This design comes from an exercise in tuning for a short achievable clock period and few clock cycles per item on the open sky130 flow, not from production work.

==> run a: inputs <==
// legv8Core
module legv8Core (
	input logic clock,
	input logic rst,
	input logic [XLEN-1:0] imemData,  
	output logic [XLEN-1:0] imemAddr,
	output logic commitValid,
	output logic [XLEN-1:0] commitPc,
	output logic commitRegWrite,
	output logic [REG_ADDR_W-1:0] commitRd,
	output logic [XLEN-1:0] commitRegData,
	output logic commitMemWrite,
	output logic [DMEM_INDEX_W-1:0] commitMemIndex,
	output logic [XLEN-1:0] commitStoreData
);
==> flow/config.mk <==
export PLATFORM = sky130hd
export DESIGN_NAME = legv8Core
export DESIGN_NICKNAME = legv8Core
export VERILOG_FILES = /design/flow/design.v
export SDC_FILE = /design/flow/constraint.sdc
export NUM_CORES = 4
export LEC_CHECK = 0
export ABC_CLOCK_PERIOD_IN_PS = 500
export CAP_MARGIN = 20
export CORE_MARGIN = 2
export CORE_UTILIZATION = 50
export SLEW_MARGIN = 20
export TNS_END_PERCENT = 100
==> flow/constraint.sdc <==
create_clock -name core_clock -period 13.0 [get_ports {clock}]
set_input_delay 2.6000 -clock core_clock [delete_from_list [all_inputs] [get_ports {clock}]]
set_output_delay 2.6000 -clock core_clock [all_outputs]
set_load 0.01 [all_outputs]
standard.sh (not shown) runs the stock make flow with config.mk's settings and CLKGATE_MAP_FILE= SYNTH_SCRIPT=/design/flow/synth_recipe.tcl, a recipe that flattens the netlist after the stock synthesis.
==> flow/flow/run.sh <==
#!/bin/bash
# The standard layout, with three changes to how it is made:
# - the timing repair is asked to leave this much setup slack at the design's
#   clock period, so that it shortens every path as far as it can;
# - the port buffers are plain buffers, which the repair can then size up,
#   instead of the delay buffers buffer_ports picks by default;
# - the pins of rst and commitValid are placed next to each other (pins.tcl).
set -euo pipefail
bash standard.sh "BUFFER_PORTS_ARGS=-buffer_cell sky130_fd_sc_hd__buf_4" \
	"PRE_IO_PLACEMENT_TCL=$(pwd)/flow/pins.tcl" \
	SETUP_SLACK_MARGIN=7.6 finish > standard_make.log 2>&1
==> flow/flow/pins.tcl <==
# rst and commitValid are joined by a combinational path (commitValid is low
# while rst is high); keep their pins side by side so that path stays short.
set_io_pin_constraint -group -order -pin_names {rst commitValid}
==> inputs of run b, as changes to run a <==
--- a/flow/design.v
+++ b/flow/design.v
@@ -80,94 +80,96 @@
 	output logic selAnd,
 	output logic selOrr,
 	output logic selEor,
 	output logic isCbz,
 	output logic isCbnz,
 	output logic isB,
 	output logic [XLEN-1:0] immediate,  
 	output logic [REG_ADDR_W-1:0] readAddr1,  
+	output logic readRt,  
 	output logic [REG_ADDR_W-1:0] rd
 );
 	logic [10:0] op11;
 	logic [9:0] op10;
 	logic [7:0] op8;
 	logic [5:0] op6;
-	logic mR, mLd, mSt, mI;
+	logic mR, mLd, mSt, mI, mCb;
 	logic wr;
 	assign op11 = instr[31:21];
 	assign op10 = instr[31:22];
 	assign op8 = instr[31:24];
 	assign op6 = instr[31:26];
 	assign rd = instr[4:0];
 	assign mR = (op11 == OP_ADD) || (op11 == OP_SUB) || (op11 == OP_AND) || (op11 == OP_ORR)
 		|| (op11 == OP_EOR);
 	assign mLd = (op11 == OP_LDUR);
 	assign mSt = (op11 == OP_STUR);
 	assign mI = (op10 == OP_ADDI) || (op10 == OP_SUBI) || (op10 == OP_ANDI) || (op10 == OP_ORRI)
 		|| (op10 == OP_EORI);
+	assign mCb = (op8 == OP_CBZ) || (op8 == OP_CBNZ);
 	assign isCbz = (op8 == OP_CBZ);
 	assign isCbnz = (op8 == OP_CBNZ);
 	assign isB = (op6 == OP_B);
 	assign wr = mR || mLd || mI;
 	assign regWrite = wr && (rd != ZERO_REG);
 	assign memRead = mLd;
 	assign memWrite = mSt;
 	assign useImm = mLd || mSt || mI;
 	assign selSub = (op11 == OP_SUB) || (op10 == OP_SUBI);
 	assign selAnd = (op11 == OP_AND) || (op10 == OP_ANDI);
 	assign selOrr = (op11 == OP_ORR) || (op10 == OP_ORRI);
 	assign selEor = (op11 == OP_EOR) || (op10 == OP_EORI);
 	assign selAdd = (op11 == OP_ADD) || (op10 == OP_ADDI);
 	assign immediate = mI ? {{(XLEN-12){instr[21]}}, instr[21:10]}
 		: {{(XLEN-9){instr[20]}}, instr[20:12]};
 	assign readAddr1 = instr[9:5];
+	assign readRt = mSt || mCb;
 endmodule
 `default_nettype wire
 `timescale 1ns/1ps
 `default_nettype none
 import legv8Pkg::*;
 module registerFile (
 	input logic clock,
 	input logic clear,  
 	input logic [REG_ADDR_W-1:0] readAddr1,
 	input logic [REG_ADDR_W-1:0] readAddr2,
 	input logic [REG_ADDR_W-1:0] readAddr3,
 	output logic [XLEN-1:0] readData1,
 	output logic [XLEN-1:0] readData2,
 	output logic [XLEN-1:0] readData3,
-	input logic [REG_ADDR_W-1:0] zeroAddr,
-	output logic readZero,  
+	output logic readZero3,  
 	input logic writeEnable,
 	input logic [REG_ADDR_W-1:0] writeAddr,  
 	input logic [XLEN-1:0] writeData,
 	input logic writeZero  
 );
-	logic [XLEN-1:0] regs [REG_COUNT];
-	logic [REG_COUNT-1:0] isZero;
+	logic [XLEN-1:0] regs [REG_COUNT-1];
+	logic [REG_COUNT-2:0] isZero;
 	always_ff @(posedge clock) begin
 		if (clear) begin
-			for (int i = 0; i < REG_COUNT; i++) begin
+			for (int i = 0; i < REG_COUNT - 1; i++) begin
 				regs[i] <= '0;
 			end
 		end else if (writeEnable) begin
 			regs[writeAddr] <= writeData;
 		end
 	end
 	always_ff @(posedge clock) begin
 		if (clear) begin
 			isZero <= '1;
 		end else if (writeEnable) begin
 			isZero[writeAddr] <= writeZero;
 		end
 	end
-	assign readData1 = regs[readAddr1];
-	assign readData2 = regs[readAddr2];
-	assign readData3 = regs[readAddr3];
-	assign readZero = isZero[zeroAddr];
+	assign readData1 = (readAddr1 == ZERO_REG) ? '0 : regs[readAddr1];
+	assign readData2 = (readAddr2 == ZERO_REG) ? '0 : regs[readAddr2];
+	assign readData3 = (readAddr3 == ZERO_REG) ? '0 : regs[readAddr3];
+	assign readZero3 = (readAddr3 == ZERO_REG) || isZero[readAddr3];
 endmodule
 `default_nettype wire
 `timescale 1ns/1ps
 `default_nettype none
 import legv8Pkg::*;
 module executeUnit (
 	input logic [XLEN-1:0] operandA,
 	input logic [XLEN-1:0] operandB,  
@@ -241,46 +243,43 @@
 endmodule
 `default_nettype wire
 `timescale 1ns/1ps
 `default_nettype none
 import legv8Pkg::*;
 module memoryWriteback (
 	input logic clock,
 	input logic clear,  
-	input logic [DMEM_INDEX_W-1:0] readIndex,
+	input logic [DMEM_INDEX_W-1:0] index,
 	output logic [XLEN-1:0] readData,
 	output logic readZero,  
 	input logic writeEnable,
-	input logic [DMEM_INDEX_W-1:0] writeIndex,
 	input logic [XLEN-1:0] writeData,
 	input logic writeZero  
 );
-	logic bypass;
 	logic [XLEN-1:0] dmem [DMEM_WORDS];
 	logic [DMEM_WORDS-1:0] isZero;  
 	always_ff @(posedge clock) begin
 		if (clear) begin
 			for (int i = 0; i < DMEM_WORDS; i++) begin
 				dmem[i] <= '0;
 			end
 		end else if (writeEnable) begin
-			dmem[writeIndex] <= writeData;
+			dmem[index] <= writeData;
 		end
 	end
 	always_ff @(posedge clock) begin
 		if (clear) begin
 			isZero <= '1;
 		end else if (writeEnable) begin
-			isZero[writeIndex] <= writeZero;
+			isZero[index] <= writeZero;
 		end
 	end
-	assign bypass = writeEnable && (writeIndex == readIndex);
-	assign readData = bypass ? writeData : dmem[readIndex];
-	assign readZero = bypass ? writeZero : isZero[readIndex];
+	assign readData = dmem[index];
+	assign readZero = isZero[index];
 endmodule
 `default_nettype wire
 `timescale 1ns/1ps
 `default_nettype none
 import legv8Pkg::*;
 module pcUnit (
 	input logic clock,
 	input logic clear,  
@@ -344,30 +343,30 @@
 		rstQ <= rst;
 	end
 	logic [XLEN-1:0] pc;
 	logic dRegWrite, dMemRead, dMemWrite, dUseImm;
 	logic dSelAdd, dSelSub, dSelAnd, dSelOrr, dSelEor;
 	logic dIsCbz, dIsCbnz, dIsB;
 	logic [XLEN-1:0] dImm;
 	logic [REG_ADDR_W-1:0] dRa, dRm, dRd;  
-	logic [XLEN-1:0] dReadA, dReadM;
+	logic dReadRt;
+	logic [XLEN-1:0] dReadA, dReadM, dReadT, dReadB;
 	logic dReadZeroT;
 	logic dRtZero;
 	logic exValid;
 	logic exRegWrite;  
 	logic exMemRead;
 	logic exMemWrite;  
 	logic exUseImm;
 	logic exSelAdd, exSelSub, exSelAnd, exSelOrr, exSelEor;
 	logic [XLEN-1:0] exImm;
 	logic [REG_ADDR_W-1:0] exRd;
 	logic [XLEN-1:0] exPc;
 	logic [XLEN-1:0] exReadA, exReadB;
-	logic [XLEN-1:0] exReadT;  
 	logic exFwdA, exFwdB;  
 	logic [XLEN-1:0] exA, exB, exOperand2;
 	logic [XLEN-1:0] exAlu;
 	logic [DMEM_INDEX_W+1:0] exAddrLow;
 	logic [DMEM_INDEX_W-1:0] exIndex;
 	logic [XLEN-1:0] exLoad;
 	logic exLoadZero;
 	logic exAluZero;
@@ -376,17 +375,16 @@
 	logic cValid;
 	logic [XLEN-1:0] cPc;
 	logic cRegWrite;
 	logic [REG_ADDR_W-1:0] cRd;
 	logic [XLEN-1:0] cRegData;
 	logic cMemWrite;
 	logic [DMEM_INDEX_W-1:0] cMemIndex;
 	logic [XLEN-1:0] cStoreData;
-	logic cStoreZero;
 	assign imemAddr = pc;
 	instructionDecoder u_instructionDecoder (
 		.instr(imemData),
 		.regWrite(dRegWrite),
 		.memRead(dMemRead),
 		.memWrite(dMemWrite),
 		.useImm(dUseImm),
 		.selAdd(dSelAdd),
@@ -394,35 +392,36 @@
 		.selAnd(dSelAnd),
 		.selOrr(dSelOrr),
 		.selEor(dSelEor),
 		.isCbz(dIsCbz),
 		.isCbnz(dIsCbnz),
 		.isB(dIsB),
 		.immediate(dImm),
 		.readAddr1(dRa),
+		.readRt(dReadRt),
 		.rd(dRd)
 	);
 	registerFile u_registerFile (
 		.clock(clock),
 		.clear(rstQ),
 		.readAddr1(dRa),
 		.readAddr2(dRm),
-		.readAddr3(exRd),  
+		.readAddr3(dRd),
 		.readData1(dReadA),
 		.readData2(dReadM),
-		.readData3(exReadT),
-		.zeroAddr(dRd),  
-		.readZero(dReadZeroT),
+		.readData3(dReadT),
+		.readZero3(dReadZeroT),
 		.writeEnable(exRegWrite),
 		.writeAddr(exRd),
 		.writeData(exResult),
 		.writeZero(exZero)
 	);
 	assign dRm = imemData[20:16];
+	assign dReadB = dReadRt ? dReadT : dReadM;
 	assign dRtZero = (exRegWrite && exRd == dRd) ? exZero : dReadZeroT;
 	pcUnit u_pcUnit (
 		.clock(clock),
 		.clear(rstQ),
 		.instr(imemData),
 		.isB(dIsB),
 		.isCbz(dIsCbz),
 		.isCbnz(dIsCbnz),
@@ -439,19 +438,19 @@
 		exSelSub <= dSelSub;
 		exSelAnd <= dSelAnd;
 		exSelOrr <= dSelOrr;
 		exSelEor <= dSelEor;
 		exImm <= dImm;
 		exRd <= dRd;
 		exPc <= pc;
 		exReadA <= dReadA;
-		exReadB <= dReadM;
+		exReadB <= dReadB;
 		exFwdA <= exRegWrite && exRd == dRa;
-		exFwdB <= exRegWrite && (exRd == dRm);
+		exFwdB <= exRegWrite && (dReadRt ? (exRd == dRd) : (exRd == dRm));
 	end
 	assign exA = exFwdA ? cRegData : exReadA;
 	assign exB = exFwdB ? cRegData : exReadB;  
 	assign exOperand2 = exUseImm ? exImm : exB;
 	executeUnit u_executeUnit (
 		.operandA(exA),
 		.operandB(exOperand2),
 		.selAdd(exSelAdd && !exMemRead),
@@ -462,36 +461,34 @@
 		.aluResult(exAlu),
 		.aluZero(exAluZero)
 	);
 	assign exAddrLow = exA[DMEM_INDEX_W+1:0] + exImm[DMEM_INDEX_W+1:0];
 	assign exIndex = exAddrLow[DMEM_INDEX_W+1:2];
 	memoryWriteback u_memoryWriteback (
 		.clock(clock),
 		.clear(rstQ),
-		.readIndex(exIndex),
+		.index(exIndex),
 		.readData(exLoad),
 		.readZero(exLoadZero),
-		.writeEnable(cMemWrite),
-		.writeIndex(cMemIndex),
-		.writeData(cStoreData),
-		.writeZero(cStoreZero)
+		.writeEnable(exMemWrite),
+		.writeData(exB),
+		.writeZero(exB == '0)
 	);
 	assign exResult = exMemRead ? exLoad : exAlu;
 	assign exZero = exMemRead ? exLoadZero : exAluZero;
 	always_ff @(posedge clock) begin
 		cValid <= exValid && !rst;
 		cPc <= exPc;
 		cRegWrite <= exRegWrite;
 		cRd <= exRd;
 		cRegData <= exResult;
 		cMemWrite <= exMemWrite;
 		cMemIndex <= exIndex;
-		cStoreData <= exReadT;
-		cStoreZero <= (exReadT == '0);
+		cStoreData <= exB;
 	end
 	assign commitValid = cValid && !rst;
 	assign commitPc = cPc;
 	assign commitRegWrite = cRegWrite;
 	assign commitRd = cRd;
 	assign commitRegData = cRegData;
 	assign commitMemWrite = cMemWrite;
 	assign commitMemIndex = cMemIndex;
==> flow/flow/run.sh (replaced) <==
#!/bin/bash
# The standard layout, with two changes to how it is made:
# - the timing repair is asked to leave this much setup slack at the design's
#   clock period, so that it shortens every path as far as it can;
# - the port buffers are plain buffers, which the repair can then size up,
#   instead of the delay buffers buffer_ports picks by default.
set -euo pipefail
bash standard.sh "BUFFER_PORTS_ARGS=-buffer_cell sky130_fd_sc_hd__buf_4" SETUP_SLACK_MARGIN=7.6 finish > standard_make.log 2>&1
ABC_CLOCK_PERIOD_IN_PS = 2000   (was 500)
CORE_UTILIZATION = 35   (was 50)
removed: flow/flow/pins.tcl
==> impl_metrics.py <==
metrics = {
    "detailed_routing": {
        "route.met2.wl_um": 180600,
    },
    "finish": {
        "final_cells": 10230,
    },
    "floorplan": {
        "core_um2": 202500,
    },
    "yosys": {
        "synth_compound_gate_area_share_pct": 5.483,
    },
    "run_status": {
        "status": "complete, no violations",
    },
}
(the above is from run a)
==> impl_metrics.py <==
metrics = {
    "run_status": {
        "status": "complete, no violations",
    },
    "detailed_routing": {
        "route.met2.wl_um": 178000,
    },
    "yosys": {
        "synth_compound_gate_area_share_pct": 6.158,
    },
    "floorplan": {
        "core_um2": 290300,
    },
    "finish": {
        "final_cells": 11790,
    },
}
(the above is from run b)
Function was not checked in any run of this note: the RTL went through the layout flow alone.

[re-timing with driven ports]
How much do the figures lean on ideal ports? The routed layouts below were timed once more, with nothing changed but the port constraints.
Step 1 sets driving cells, clkbuf_16 on the clock port and buf_2 on the other inputs (assumed; they add their load-dependent delay and slew).
Step 2 adds t to the input delays and takes it off the output delays; t is the mean of the earliest and latest rising clock arrival at the registers after step 1. Input paths then give back, and output paths get back, about the clock's delay inside the block.
Three values: ideal ports, drivers, drivers and shift; two values: the first two.
run	shift t [ns]	setup slack, ns	worst setup path after step 2	latest minus earliest clock arrival (ns)
run a	0.972	7.475 / 7.423 / 6.628	input to register	0.054 / 0.054
run b	0.962	7.436 / 7.387 / 6.594	input to register	0.085 / 0.085
After both steps setup and hold are still met in every run listed. For run a, which loses most, drivers alone change the setup slack by -0.052 ns; drivers and shift together by -0.847 ns.
